What follows belongs to an exercise in optimizing a design on an open flow for small area, a short achievable clock period and few clock cycles per item; a production flow would make more cautious choices. The RTL was checked by simulation tests, not by an equivalence proof against the original design. The flow treats the clock pin as an ideal source, which a real chip does not have. No activity file was given, so power comes from the tool's default toggle rates.

==> flow/design.v <==
`default_nettype none
package overlap_split_pkg;
  localparam int SAMPLE_W_DEF = 64;
  localparam int HOP_DEF      = 18;
endpackage
`default_nettype wire
`default_nettype none
module split_bank_ram #(
  parameter int SAMPLE_W = 64,
  parameter int DEPTH    = 18
) (
  input  logic                clk,
  input  logic                wr_en,
  input  logic [SAMPLE_W-1:0] wr_data,
  output logic [SAMPLE_W-1:0] ring_in,
  output logic [SAMPLE_W-1:0] rd_data
);
  logic [SAMPLE_W-1:0] ring_q [DEPTH];
  assign rd_data = ring_q[DEPTH-1];
  assign ring_in = wr_en ? wr_data : rd_data;
  always_ff @(posedge clk) begin
    ring_q[0] <= ring_in;
    for (int i = 1; i < DEPTH; i++) begin
      ring_q[i] <= ring_q[i-1];
    end
  end
endmodule
`default_nettype wire
`default_nettype none
import overlap_split_pkg::*;
module overlap_split #(
  parameter int SAMPLE_W = overlap_split_pkg::SAMPLE_W_DEF,
  parameter int HOP      = overlap_split_pkg::HOP_DEF
) (
  input  logic                clk,
  input  logic                reset,
  input  logic [SAMPLE_W-1:0] in_split_pcmSample,
  input  logic                in_split_valid,
  output logic                in_split_ready,
  output logic [SAMPLE_W-1:0] out_split_pcmSample,
  output logic                out_split_valid,
  input  logic                out_split_ready,
  output logic                out_split_last
);
  localparam int PH_W = (HOP > 1) ? $clog2(HOP) : 1;
  localparam int IN_W = $clog2(HOP + 1);
  localparam logic [PH_W-1:0] PH_LAST = PH_W'(HOP - 1);
  logic [PH_W-1:0]     phase_q;     
  logic [PH_W-1:0]     jo_q;        
  logic                half_q;      
  logic [IN_W-1:0]     ji_q;        
  logic                first_q;     
  logic                sync_q;      
  logic                gt_q;        
  logic                in_rdy_q;    
  logic [SAMPLE_W-1:0] out_data_q;
  logic                out_valid_q;
  logic                out_last_q;
  logic                wr_en;
  logic                load;
  logic [SAMPLE_W-1:0] ring_in;
  logic [SAMPLE_W-1:0] old_data;
  logic [PH_W-1:0]     phase_n;
  logic                eoh;         
  logic                sync_n;      
  logic                ge2;         
  logic                rdy_w;       
  logic                rdy_n;       
  assign in_split_ready = in_rdy_q;
  assign wr_en          = in_split_valid && in_rdy_q;
  assign load           = sync_q && (gt_q || wr_en)
                       && (!out_valid_q || out_split_ready);
  split_bank_ram #(
    .SAMPLE_W (SAMPLE_W),
    .DEPTH    (HOP)
  ) u_bank_ram (
    .clk     (clk),
    .wr_en   (in_rdy_q),
    .wr_data (in_split_pcmSample),
    .ring_in (ring_in),
    .rd_data (old_data)
  );
  always_comb begin
    phase_n = (phase_q == PH_LAST) ? '0 : phase_q + PH_W'(1);
    eoh     = (jo_q == PH_LAST);
    sync_n  = (phase_n == jo_q);
    ge2     = (ji_q > IN_W'(jo_q) + IN_W'(1));
    rdy_w   = (ji_q != IN_W'(HOP - 1));
    rdy_n   = half_q && (ji_q != IN_W'(HOP)) && (IN_W'(phase_n) == ji_q);
  end
  always_ff @(posedge clk) begin
    if (!reset) begin
      phase_q     <= PH_W'(1);
      jo_q        <= PH_W'(1);
      half_q      <= 1'b0;
      ji_q        <= '0;
      first_q     <= 1'b1;
      sync_q      <= 1'b1;
      gt_q        <= 1'b1;
      in_rdy_q    <= 1'b0;
      out_data_q  <= '0;
      out_valid_q <= 1'b1;
      out_last_q  <= 1'b0;
    end else begin
      phase_q <= phase_n;
      sync_q  <= load || sync_n;
      if (load) begin
        jo_q <= eoh ? '0 : jo_q + PH_W'(1);
      end
      if (load && eoh) begin
        half_q   <= !half_q;
        ji_q     <= '0;
        gt_q     <= half_q;
        in_rdy_q <= !half_q;
      end else begin
        if (wr_en) ji_q <= ji_q + IN_W'(1);
        if (half_q) begin
          if (wr_en && !load)      gt_q <= 1'b1;
          else if (!wr_en && load) gt_q <= ge2;
        end
        in_rdy_q <= wr_en ? rdy_w : rdy_n;
      end
      if (load) begin
        out_data_q  <= first_q ? '0 : ring_in;
        out_valid_q <= 1'b1;
        out_last_q  <= half_q && eoh;
        if (eoh) first_q <= 1'b0;
      end else if (out_split_ready) begin
        out_valid_q <= 1'b0;
      end
    end
  end
  assign out_split_pcmSample = out_data_q;
  assign out_split_valid     = out_valid_q;
  assign out_split_last      = out_last_q;
endmodule
`default_nettype wire
==> flow/config.mk <==
export PLATFORM = sky130hd
export DESIGN_NAME = overlap_split
export DESIGN_NICKNAME = overlap_split
export VERILOG_FILES = /design/flow/design.v
export SDC_FILE = /design/flow/constraint.sdc
export NUM_CORES = 4
export LEC_CHECK = 0
export CAP_MARGIN = 20
export CORE_MARGIN = 2
export CORE_UTILIZATION = 50
export CTS_BUF_LIST = sky130_fd_sc_hd__clkbuf_16
export CTS_CLUSTER_DIAMETER = 60
export CTS_CLUSTER_SIZE = 30
export PLACE_DENSITY = 0.65
export SETUP_SLACK_MARGIN = 4.5
export SLEW_MARGIN = 20
==> flow/constraint.sdc <==
create_clock -name core_clock -period 7.0 [get_ports {clk}]
set_input_delay 1.4000 -clock core_clock [delete_from_list [all_inputs] [get_ports {clk}]]
set_output_delay 1.4000 -clock core_clock [all_outputs]
set_load 0.01 [all_outputs]
standard.sh (not shown) runs the stock make flow with config.mk's settings and CLKGATE_MAP_FILE= SYNTH_SCRIPT=/design/flow/synth_recipe.tcl, a recipe that flattens the netlist after the stock synthesis.
==> flow/flow/run.sh <==
#!/bin/bash
set -euo pipefail
here="$(pwd)"
bash standard.sh \
  "BUFFER_PORTS_ARGS=-buffer_cell sky130_fd_sc_hd__buf_1" \
  MATCH_CELL_FOOTPRINT=0 \
  "CTS_ARGS=-sink_clustering_enable -repair_clock_nets -sink_clustering_size 30 -sink_clustering_max_diameter 70 -buf_list sky130_fd_sc_hd__buf_12" \
  "POST_CTS_TCL=${here}/flow/extra_repair.tcl" \
  finish > standard_flow.log 2>&1
==> flow/flow/extra_repair.tcl <==
# Run after clock tree synthesis (POST_CTS_TCL hook). One more setup repair
# pass aimed at the paths from the inputs and between registers. For this
# pass only, the output delay is set to 0, so that repair does not stall on
# the register-to-output paths, whose delay (clock tree, flip-flop, output
# buffer) resizing cannot cut further. It aims 0.3 ns past the flow's own
# setup margin, as routing later adds delay to these paths. The design's
# output delay is put back before the database and constraints are written.
set my_outs [all_outputs]
set my_out_delay [expr {0.2 * $::env(FLOW_PERIOD_NS)}]
set_output_delay 0.0 -clock [get_clocks core_clock] $my_outs
estimate_parasitics -placement
repair_timing -setup -setup_margin [expr {$::env(SETUP_SLACK_MARGIN) + 0.3}] -repair_tns 100 -verbose
set_output_delay $my_out_delay -clock [get_clocks core_clock] $my_outs
detailed_placement
check_placement -verbose
estimate_parasitics -placement
report_worst_slack -max
Testbench counts at the start, summed over its fixed seeds: cycles 11,520, blocks 320.
==> next run, changes <==
==> flow/flow/run.sh (replaced) <==
#!/bin/bash
set -euo pipefail
bash standard.sh \
  "BUFFER_PORTS_ARGS=-buffer_cell sky130_fd_sc_hd__buf_1" \
  MATCH_CELL_FOOTPRINT=0 \
  finish > standard_flow.log 2>&1
SETUP_SLACK_MARGIN = 4.65   (was 4.5)
removed: flow/flow/extra_repair.tcl
Effect:
- The new run completed with no timing, DRC or antenna violations
- sequential share of layout area is lower by 2.0 points
- worst setup slack got worse by 55 ps
- count of clock-buffer cells in the layout rises by 4
- area after synthesis does not change
- non-clock buffer count rises by 9
- final area came out higher by a few percent
- routed wire length goes up by a few percent
- sequential power barely changes
- critical path depth does not change
- die area stays the same

// overlap_split: RTL as listed in full above, without the edits since
Settings: LEC_CHECK=0, CAP_MARGIN=20, CORE_MARGIN=2, CORE_UTILIZATION=50, CTS_BUF_LIST=sky130_fd_sc_hd__clkbuf_16, CTS_CLUSTER_DIAMETER=60, CTS_CLUSTER_SIZE=30, PLACE_DENSITY=0.65, SETUP_SLACK_MARGIN=4.5, SLEW_MARGIN=20; clock period 7.0 ns.
==> flow/flow/run.sh <==
#!/bin/bash
set -euo pipefail
here="$(pwd)"
bash standard.sh \
  "BUFFER_PORTS_ARGS=-buffer_cell sky130_fd_sc_hd__buf_1" \
  MATCH_CELL_FOOTPRINT=0 \
  "CTS_ARGS=-sink_clustering_enable -repair_clock_nets -sink_clustering_size 30 -sink_clustering_max_diameter 60 -buf_list sky130_fd_sc_hd__buf_12" \
  "POST_CTS_TCL=${here}/flow/extra_repair.tcl" \
  finish > standard_flow.log 2>&1
==> flow/flow/extra_repair.tcl <==
# Run after clock tree synthesis (POST_CTS_TCL hook). One more setup repair
# pass aimed at the paths from the inputs and between registers. For this
# pass only, the output delay is set to 0, so that repair does not stall on
# the register-to-output paths, whose delay (clock tree, flip-flop, output
# buffer) resizing cannot cut further. It aims 0.3 ns past the flow's own
# setup margin, as routing later adds delay to these paths. The design's
# output delay is put back before the database and constraints are written.
set my_outs [all_outputs]
set my_out_delay [expr {0.2 * $::env(FLOW_PERIOD_NS)}]
set_output_delay 0.0 -clock [get_clocks core_clock] $my_outs
estimate_parasitics -placement
repair_timing -setup -setup_margin [expr {$::env(SETUP_SLACK_MARGIN) + 0.3}] -repair_tns 100 -verbose
set_output_delay $my_out_delay -clock [get_clocks core_clock] $my_outs
detailed_placement
check_placement -verbose
estimate_parasitics -placement
report_worst_slack -max
The baseline went through all stages and came out clean.
Testbench counts at the start, summed over its fixed seeds: cycles 11,520, blocks 320.
Change:
--- a/flow/flow/extra_repair.tcl
+++ b/flow/flow/extra_repair.tcl
@@ -4,6 +4,6 @@
 # the register-to-output paths, whose delay (clock tree, flip-flop, output
 # buffer) resizing cannot cut further. It aims 0.3 ns past the flow's own
-# setup margin, as routing later adds delay to these paths. The design's
-# output delay is put back before the database and constraints are written.
+# setup margin, as routing later adds delay to these paths. The design's output delay is put back
+# before the database and constraints are written.
 set my_outs [all_outputs]
 set my_out_delay [expr {0.2 * $::env(FLOW_PERIOD_NS)}]
After rerunning: Synthesized area stays the same. Cell area is unchanged. Setup slack stays the same. Die area stays the same. Routed wire length does not change. Flip-flop and latch count is unchanged. Fmax does not change. Clock-buffer cell count is unchanged. Synthesized cell count stays the same. Non-clock buffer count is unchanged.
Change:
==> flow/flow/run.sh (replaced) <==
#!/bin/bash
set -euo pipefail
bash standard.sh \
  "BUFFER_PORTS_ARGS=-buffer_cell sky130_fd_sc_hd__buf_1" \
  MATCH_CELL_FOOTPRINT=0 \
  "CTS_ARGS=-sink_clustering_enable -repair_clock_nets -sink_clustering_size 30 -sink_clustering_max_diameter 60 -buf_list sky130_fd_sc_hd__buf_12" \
  finish > standard_flow.log 2>&1
removed: flow/flow/extra_repair.tcl
=>
- power fell by 0.34%
- via count fell by 0.73%
- sequential share of layout area rose by 0.49 points

Setup of run A:
Starts from the design.v that is shown in full above.
Settings: LEC_CHECK=0, CAP_MARGIN=20, CORE_MARGIN=2, CORE_UTILIZATION=50, CTS_BUF_LIST=sky130_fd_sc_hd__clkbuf_16, CTS_CLUSTER_DIAMETER=50, CTS_CLUSTER_SIZE=25, PLACE_DENSITY=0.65, SETUP_SLACK_MARGIN=4.5, SLEW_MARGIN=20; clock period 7.0 ns.
==> flow/flow/run.sh <==
#!/bin/bash
set -euo pipefail
bash standard.sh \
  "BUFFER_PORTS_ARGS=-buffer_cell sky130_fd_sc_hd__buf_1" \
  MATCH_CELL_FOOTPRINT=0 \
  finish > standard_flow.log 2>&1
Run A finished end to end and its layout was clean on timing, DRC and antenna.
Testbench counts of run A, summed over its fixed seeds: cycles 11,520, blocks 320.
> inputs changed (run A -> run B)
-- flow/config.mk --
<<< run A, line 11
export CTS_BUF_LIST = sky130_fd_sc_hd__clkbuf_16
export CTS_CLUSTER_DIAMETER = 50
export CTS_CLUSTER_SIZE = 25
export PLACE_DENSITY = 0.65
>>> run B, line 11
export CTS_BUF_LIST = sky130_fd_sc_hd__clkbuf_16
export CTS_CLUSTER_DIAMETER = 60
export CTS_CLUSTER_SIZE = 30
export PLACE_DENSITY = 0.65
- First-pass GRT wire length, run A and run B, higher one = run A.
- Higher leakage power of the design was reported by run A, not run B.
- Run A has a lower sequential share of layout area than run B.
- Run B: worst-skew pair later-pin latency is 0.02 ns higher than what run A reported.
- The setup slack of run B is smaller than that of run A.
The following lists how run C was set up differently from run B:
-- flow/config.mk --
<<< run B, line 14
export PLACE_DENSITY = 0.65
export SETUP_SLACK_MARGIN = 4.5
export SLEW_MARGIN = 20
>>> run C, line 14
export PLACE_DENSITY = 0.65
export SETUP_SLACK_MARGIN = 4.4
export SLEW_MARGIN = 20
Notes after the runs:
- Run C: share of the clock period used by the worst path after layout 0.76 points above run B
- From run B to run C the numbers moved as follows: clock power picked up an extra 10%; post-route cell area lost 470 um^2; power after layout picked up an extra 360 uW; global routing usage on met3 lost 0.47 points.
- Summary: via count, run C better than run B
- Compare run C and run B | total wire length after detailed routing lower: run C
- Run C ends up with a global routing usage on met1 that is 0.32 points higher than in run B.
> inputs changed (run C -> run D)
-- flow/config.mk --
<<< run C, line 13
export CTS_CLUSTER_SIZE = 30
export PLACE_DENSITY = 0.65
export SETUP_SLACK_MARGIN = 4.4
export SLEW_MARGIN = 20
>>> run D, line 13
export CTS_CLUSTER_SIZE = 30
export PLACE_DENSITY = 0.5
export SETUP_SLACK_MARGIN = 4.5
export SLEW_MARGIN = 20
### Flow results
- Higher data arrival time of the critical path was reported by run C, not run D.
- Utilization run C -> run D: up
- Per the comparison of run D with run C, layout filler cell count moved up; sequential share of layout area moved down; total power moved down; clock network fraction of total power moved down.
- Compared with run C, in run D layout net count increased by 19 relative to the old numbers; combined area of the multi-input logic cells closely matched the old numbers.
- Compare run C and run D | detailed-route wire length lower: run C
- Run D ends up with lower minimum clock period than run C does.
[inputs] run E vs run D
-- flow/config.mk --
<<< run D, line 13
export CTS_CLUSTER_SIZE = 30
export PLACE_DENSITY = 0.5
export SETUP_SLACK_MARGIN = 4.5
export SLEW_MARGIN = 20
>>> run E, line 13
export CTS_CLUSTER_SIZE = 30
export PLACE_DENSITY = 0.65
export SETUP_SLACK_MARGIN = 4.3
export SLEW_MARGIN = 20
### Flow results
- Comparing run D and run E, the higher filler cell count was measured on run D.
- Relative to run D, data arrival time of the critical path has gone up in run E.
- Diff run D -> run E | average via count per standard cell | up slightly
- Run E: all stages complete, timing, DRC and antenna checks passed
- met3 wirelength from detailed routing went down by more than 10% going from run D to run E.
- Post-route worst setup slack deteriorates in run E relative to run D.
- Run E ends up with a cell count that is 26 lower than in run D.

try-xenon:
RTL: the design.v shown in full above, as it stands there.
clock: 7.0 ns
lec_check: 0
cap_margin: 20
core_margin: 2
core_utilization: 50
cts_buf_list: sky130_fd_sc_hd__clkbuf_16
cts_cluster_diameter: 60
cts_cluster_size: 30
place_density: 0.65
setup_slack_margin: 4.5
slew_margin: 20
==> flow/flow/run.sh <==
#!/bin/bash
set -euo pipefail
here="$(pwd)"
bash standard.sh \
  "BUFFER_PORTS_ARGS=-buffer_cell sky130_fd_sc_hd__buf_1" \
  MATCH_CELL_FOOTPRINT=0 \
  "CTS_ARGS=-sink_clustering_enable -repair_clock_nets -sink_clustering_size 30 -sink_clustering_max_diameter 60 -buf_list sky130_fd_sc_hd__buf_12" \
  "POST_CTS_TCL=${here}/flow/extra_repair.tcl" \
  finish > standard_flow.log 2>&1
==> flow/flow/extra_repair.tcl <==
# Run after clock tree synthesis (POST_CTS_TCL hook). One more setup repair
# pass aimed at the paths from the inputs and between registers. For this
# pass only, the output delay is set to 0, so that repair does not stall on
# the register-to-output paths, whose delay (clock tree, flip-flop, output
# buffer) resizing cannot cut further. The design's output delay is put back
# before the database and constraints are written.
set my_outs [all_outputs]
set my_out_delay [expr {0.2 * $::env(FLOW_PERIOD_NS)}]
set_output_delay 0.0 -clock [get_clocks core_clock] $my_outs
estimate_parasitics -placement
repair_timing -setup -setup_margin $::env(SETUP_SLACK_MARGIN) -repair_tns 100 -verbose
set_output_delay $my_out_delay -clock [get_clocks core_clock] $my_outs
detailed_placement
check_placement -verbose
estimate_parasitics -placement
report_worst_slack -max
Testbench counts of try-xenon, summed over its fixed seeds: cycles 11,520, blocks 320.
Edits applied to the flow inputs when going from try-xenon to try-violet:
- PLACE_DENSITY changed from 0.65 to 0.7
- CORE_UTILIZATION changed from 50 to 60
==> flow/flow/run.sh <==
#!/bin/bash
set -euo pipefail
bash standard.sh \
  "BUFFER_PORTS_ARGS=-buffer_cell sky130_fd_sc_hd__buf_1" \
  MATCH_CELL_FOOTPRINT=0 \
  finish > standard_flow.log 2>&1
removed: flow/flow/extra_repair.tcl
==> comparison <==
For number of tap cells inserted, dividing the value from try-xenon by the value from try-violet gives 1.18.
Relative to try-xenon, the clock group power measured on try-violet has increased by a little under 10%.
Diff try-violet and try-xenon: final instance area lower in try-xenon
Compared with try-xenon, try-violet has less setup slack.
Of try-violet and try-xenon, the higher reg2reg setup slack belongs to try-violet.
try-violet: number of buffers outside the clock class in the layout is 13% higher than what try-xenon reported.
Input-level comparison between try-amber and try-violet:
- swapping 60 for 50 in CORE_UTILIZATION
- swapping 0.7 for 0.65 in PLACE_DENSITY
- putting GPL_TIMING_DRIVEN at 0 where nothing was set
[summary]
The higher final-layout clock-cell area share of try-amber and try-violet is in try-violet. Wire length on met3: try-amber < try-violet. Against try-violet, try-amber reports a met2 track utilization from global routing that is lower. Minimum clock period ended up 0.0042 ns higher on try-amber than on try-violet. On final cycle utilization of the critical path, try-violet tracks try-amber almost exactly. Max wire length of the first global-routing pass across try-amber and try-violet: try-violet. Re initial antenna violation count: no difference whatsoever between try-violet and try-amber. Diff try-violet -> try-amber: global-route usage over all layers shrank by 3.0 points; total routed wirelength shrank by 1200 um. Relative to try-violet, register-to-register slack has increased by 0.06 ns in try-amber.
For try-zinc, these inputs were changed with respect to try-amber:
- clearing GPL_TIMING_DRIVEN, which used to be 0
--- a/flow/flow/run.sh
+++ b/flow/flow/run.sh
@@ -5,2 +5,3 @@
   MATCH_CELL_FOOTPRINT=0 \
+  "CTS_ARGS=-sink_clustering_enable -repair_clock_nets -sink_clustering_size 30 -sink_clustering_max_diameter 60 -buf_list sky130_fd_sc_hd__clkbuf_16 -dont_use_dummy_load" \
   finish > standard_flow.log 2>&1
==> notes.md <==
- The flow did not stop early for try-zinc: all stages ran, and the layout cleared the timing, DRC and antenna checks.
- In try-zinc relative to try-amber, cell area had gone down slightly.
- In the flow results for try-zinc and try-amber, the cell area reported after detailed placement is smaller on try-zinc.
- Compared to try-amber, try-zinc has area added between synthesis and finish 1.8 points lower.
- Post-route non-filler standard cell count for try-zinc is lower than for try-amber.
- Synthesized instance count across try-zinc and try-amber: no real change.
- Re minimum setup slack in the final design: try-zinc is 0.027 ns up on try-amber.
- Area of the multi-input gates: try-zinc vs try-amber up 0.40%
- Arrival time at the worst endpoint delta for try-zinc relative to try-amber: 0.03 ns lower
- Comparing try-amber against try-zinc, there is no change at all in count of buffering cells on the critical path with inverters included.
- Horizontal die dimension: try-amber vs try-zinc identical

static timing again, ports no longer ideal:
The flow's constraints put no driver on any port. The routed layouts listed below were extracted and timed again, unchanged, in two steps. Step 1: set_driving_cell puts a clkbuf_16 on clk and a buf_2 on each other input, an assumption about the parent block. Step 2 adds t to the input delays and takes it off the output delays; t is the mean of the earliest and latest rising clock arrival at the registers after step 1. Input paths then give back, and output paths get back, about the clock's delay inside the block. Slacks: no drivers / after step 1 / after step 2; pairs: no drivers / after step 1.
run | shift t [ns] | setup slack, ns | pins driven straight from the clock port
the first run of note 1 | 0.615 | 4.559 / 4.502 / 3.984 | 1
the second run of note 1 | 0.667 | 4.504 / 4.449 / 4.075 | 1
the first run of note 2 | 0.617 | 4.538 / 4.480 / 4.186 | 1
the second run of note 2 | 0.617 | 4.538 / 4.480 / 4.186 | 1
the third run of note 2 | 0.615 | 4.557 / 4.500 / 3.986 | 1
run A | 0.647 | 4.526 / 4.471 / 3.966 | 1
run B | 0.658 | 4.515 / 4.460 / 3.947 | 1
run C | 0.674 | 4.461 / 4.406 / 3.841 | 1
run D | 0.671 | 4.487 / 4.429 / 3.950 | 1
run E | 0.673 | 4.387 / 4.333 / 3.802 | 1
try-xenon | 0.615 | 4.557 / 4.500 / 3.986 | 1
try-violet | 0.665 | 4.493 / 4.440 / 3.889 | 1
try-amber | 0.673 | 4.489 / 4.435 / 4.098 | 1
try-zinc | 0.637 | 4.516 / 4.462 / 3.910 | 1
After both steps setup and hold are still met in every run listed. The setup slack of run C, which loses most, moves by -0.055 ns with the drivers and by -0.620 ns with both steps.
